What follows belongs to an exercise in optimizing a design on an open flow for small area, a short achievable clock period and few clock cycles per item; a production flow would make more cautious choices.
RTL that was checked went through simulation tests only; none was proved equivalent to the original.

## roce_pkt_gen_top
module roce_pkt_gen_top (
  input  logic                    core_clk,
  input  logic                    core_aresetn,
  input  logic                    start_i,
  input  logic [47:0]             src_mac_i,
  input  logic [31:0]             src_ip_i,
  input  logic                    cfg_we_i,
  input  logic [2-1:0]    cfg_qp_i,
  input  logic [47:0]             cfg_mac_i,
  input  logic [31:0]             cfg_ip_i,
  input  logic [23:0]             cfg_psn_i,
  input  logic [512-1:0]      wqe_tdata_i,
  input  logic                    wqe_tvalid_i,
  input  logic                    tx_tready_i,
  output logic [512-1:0]      tx_tdata_o,
  output logic [64-1:0]  tx_tkeep_o,
  output logic                    tx_tvalid_o,
  output logic                    tx_tlast_o,
  output logic                    post_rd_wqe_o,
  output logic                    post_wr_wqe_o,
  output logic                    send_done_o,
  output logic                    read_done_o,
  output logic                    write_done_o
);
  function automatic logic [15:0] oc_add(input logic [15:0] a, input logic [15:0] b);
    logic [15:0] p, g, gp, pp, gn, pn;
    logic [15:0] c;
    p  = a ^ b;
    g  = a & b;
    gp = g;
    pp = p;
    for (int d = 1; d < 16; d = d * 2) begin
      gn = gp;
      pn = pp;
      for (int i = d; i < 16; i++) begin
        gn[i] = gp[i] | (pp[i] & gp[i-d]);
        pn[i] = pp[i] & pp[i-d];
      end
      gp = gn;
      pp = pn;
    end
    c[0] = gp[15];
    for (int i = 1; i < 16; i++) begin
      c[i] = gp[i-1] | (pp[i-1] & gp[15]);
    end
    oc_add = p ^ c;
  endfunction
  ...
For scale: ~2,300 cells after synthesis, about 830 flip-flops, about 1,300 I/O pins, roughly 33,000 um^2 of cells after synthesis.
clock: 10.0 ns
lec_check: 0
cap_margin: 20
core_area: 10 10 450 450
die_area: 0 0 460 460
slew_margin: 20
standard.sh (not shown) runs the stock make flow with config.mk's settings and CLKGATE_MAP_FILE= SYNTH_SCRIPT=/design/flow/synth_recipe.tcl, a recipe that flattens the netlist after the stock synthesis.
==> flow/flow/run.sh <==
#!/bin/bash
set -euo pipefail
export SETUP_SLACK_MARGIN=6.5
export BUFFER_PORTS_ARGS="-buffer_cell sky130_fd_sc_hd__buf_1"
export CTS_ARGS="-sink_clustering_enable -repair_clock_nets -dont_use_dummy_load -sink_clustering_size 10 -buf_list {sky130_fd_sc_hd__clkbuf_4 sky130_fd_sc_hd__clkbuf_8} -root_buf sky130_fd_sc_hd__clkbuf_16"
bash standard.sh > flow_standard.log 2>&1
==> next run, changes <==
==> flow/flow/run.sh (replaced) <==
#!/bin/bash
set -euo pipefail
export SETUP_SLACK_MARGIN=6.5
export BUFFER_PORTS_ARGS="-buffer_cell sky130_fd_sc_hd__buf_1"
export CTS_ARGS="-sink_clustering_enable -repair_clock_nets -dont_use_dummy_load -sink_clustering_size 12 -buf_list {sky130_fd_sc_hd__clkbuf_8} -root_buf sky130_fd_sc_hd__clkbuf_16"
bash standard.sh > flow_standard.log 2>&1
What happened: The changed run finished with timing, DRC and antenna clean; cell count is unchanged; die area does not change; maximum frequency stays the same.
==> next run, changes <==
==> flow/flow/run.sh (replaced) <==
#!/bin/bash
# Standard ORFS layout, with a larger setup margin for repair_timing and
# the smallest buffer on the ports.
set -euo pipefail
export SETUP_SLACK_MARGIN=6.5
export BUFFER_PORTS_ARGS="-buffer_cell sky130_fd_sc_hd__buf_1"
bash standard.sh > flow_standard.log 2>&1
Result: The changed run produced a clean layout; setup slack is worse by 0.024 ns; routed wire length fell by 0.86%; utilization rises by 0.76 points; worst hold slack degrades by 0.0076 ns; clock skew is lower by 0.051 ns; global-route usage barely changes.
Function was not checked in any run of this note: the RTL went through the layout flow alone.

---

roce_pkt_gen_top, a different RTL version from the one above (not shown whole).
For scale: roughly 2,300 cells after synthesis, roughly 720 flip-flops, roughly 0.033 mm^2 of cells after synthesis.
==> flow/config.mk <==
export PLATFORM = sky130hd
export DESIGN_NAME = roce_pkt_gen_top
export DESIGN_NICKNAME = roce_pkt_gen_top
export VERILOG_FILES = /design/flow/design.v
export SDC_FILE = /design/flow/constraint.sdc
export NUM_CORES = 4
export LEC_CHECK = 0
export CAP_MARGIN = 20
export CORE_AREA = 10 10 450 450
export DIE_AREA = 0 0 460 460
export SLEW_MARGIN = 20
==> flow/constraint.sdc <==
create_clock -name core_clock -period 10.0 [get_ports {core_clk}]
set_input_delay 2.0000 -clock core_clock [delete_from_list [all_inputs] [get_ports {core_clk}]]
set_output_delay 2.0000 -clock core_clock [all_outputs]
set_load 0.01 [all_outputs]
run.sh (not shown) runs the stock make flow with config.mk's settings and CLKGATE_MAP_FILE= SYNTH_SCRIPT=/design/flow/synth_recipe.tcl, a recipe that flattens the netlist after the stock synthesis.
Stock flow here: none of the scripts above is used.
The baseline went through all stages and came out clean.
Testbench counts at the start, summed over its fixed seeds: cycles 2,913, frames 768.
Then changed:
==> flow/flow/run.sh (new file) <==
#!/bin/bash
# Standard ORFS layout with tighter optimisation targets and small port buffers.
set -euo pipefail
export SETUP_SLACK_MARGIN=6.5
export BUFFER_PORTS_ARGS="-buffer_cell sky130_fd_sc_hd__buf_1"
bash standard.sh > flow_standard.log 2>&1
==> flow/standard.sh (new file) <==
#!/bin/bash
# synth_recipe.tcl (not shown) runs the flow's synth.tcl, then flattens the netlist and writes it again
# the make line also repeats each setting of config.mk as NAME=value (left out here)
make -C /OpenROAD-flow-scripts/flow DESIGN_CONFIG=/design/flow/config.mk WORK_HOME=/design/flow/orfs CLKGATE_MAP_FILE= SYNTH_SCRIPT=/design/flow/synth_recipe.tcl "${@:-finish}"
--- a/flow/config.mk
+++ b/flow/config.mk
@@ -7,5 +7,5 @@
 export LEC_CHECK = 0
 export CAP_MARGIN = 20
-export CORE_AREA = 10 10 450 450
-export DIE_AREA = 0 0 460 460
+export CORE_AREA = 10 10 290 290
+export DIE_AREA = 0 0 300 300
 export SLEW_MARGIN = 20
removed: flow/run.sh
Outcome:
- Now the flow aborted during I/O pin placement with PPL-0024
- synthesized area is unchanged
- synthesized cell count stays the same
Then changed:
==> flow/run.sh (new file) <==
#!/bin/bash
# synth_recipe.tcl (not shown) runs the flow's synth.tcl, then flattens the netlist and writes it again
# the make line also repeats each setting of config.mk as NAME=value (left out here)
make -C /OpenROAD-flow-scripts/flow DESIGN_CONFIG=/design/flow/config.mk WORK_HOME=/design/flow/orfs CLKGATE_MAP_FILE= SYNTH_SCRIPT=/design/flow/synth_recipe.tcl finish
--- a/flow/config.mk
+++ b/flow/config.mk
@@ -7,5 +7,6 @@
 export LEC_CHECK = 0
 export CAP_MARGIN = 20
-export CORE_AREA = 10 10 290 290
-export DIE_AREA = 0 0 300 300
+export CORE_AREA = 10 10 450 450
+export DIE_AREA = 0 0 460 460
+export SETUP_SLACK_MARGIN = 5
 export SLEW_MARGIN = 20
removed: flow/flow/run.sh
removed: flow/standard.sh
This time the run finished with timing, DRC and antenna clean; synthesized cell count does not change; area after synthesis stays the same.

==> separate check: timing with driven ports <==
No port has a modelled driver above. Below, the same layouts with a new extraction and two added sets of constraints.
Step 1 sets driving cells, clkbuf_16 on the clock port and buf_2 on the other inputs (assumed; they add their load-dependent delay and slew).
Step 2, shift: input delay + t, output delay - t, t = (earliest + latest rising clock arrival at the registers) / 2. This alone moves slack from input paths to output paths.
a / b / c = ideal / step 1 / step 2; a / b = the first two.
run	t (ns)	slack for setup (ns)	slew at the worst register clock pin (ns)	cell pins on the clock port's net
the first run of note 1	0.773	6.379 / 6.323 / 5.550	0.06 / 0.06	1
the second run of note 1	0.773	6.379 / 6.323 / 5.550	0.06 / 0.06	1
the third run of note 1	0.792	6.355 / 6.293 / 5.546	0.07 / 0.07	1
the first run of note 2	0.766	0.569 / 0.569 / 0.569	0.07 / 0.07	1
the third run of note 2	0.739	1.035 / 1.035 / 1.035	0.07 / 0.07	1
After both steps setup and hold are still met in every run listed.
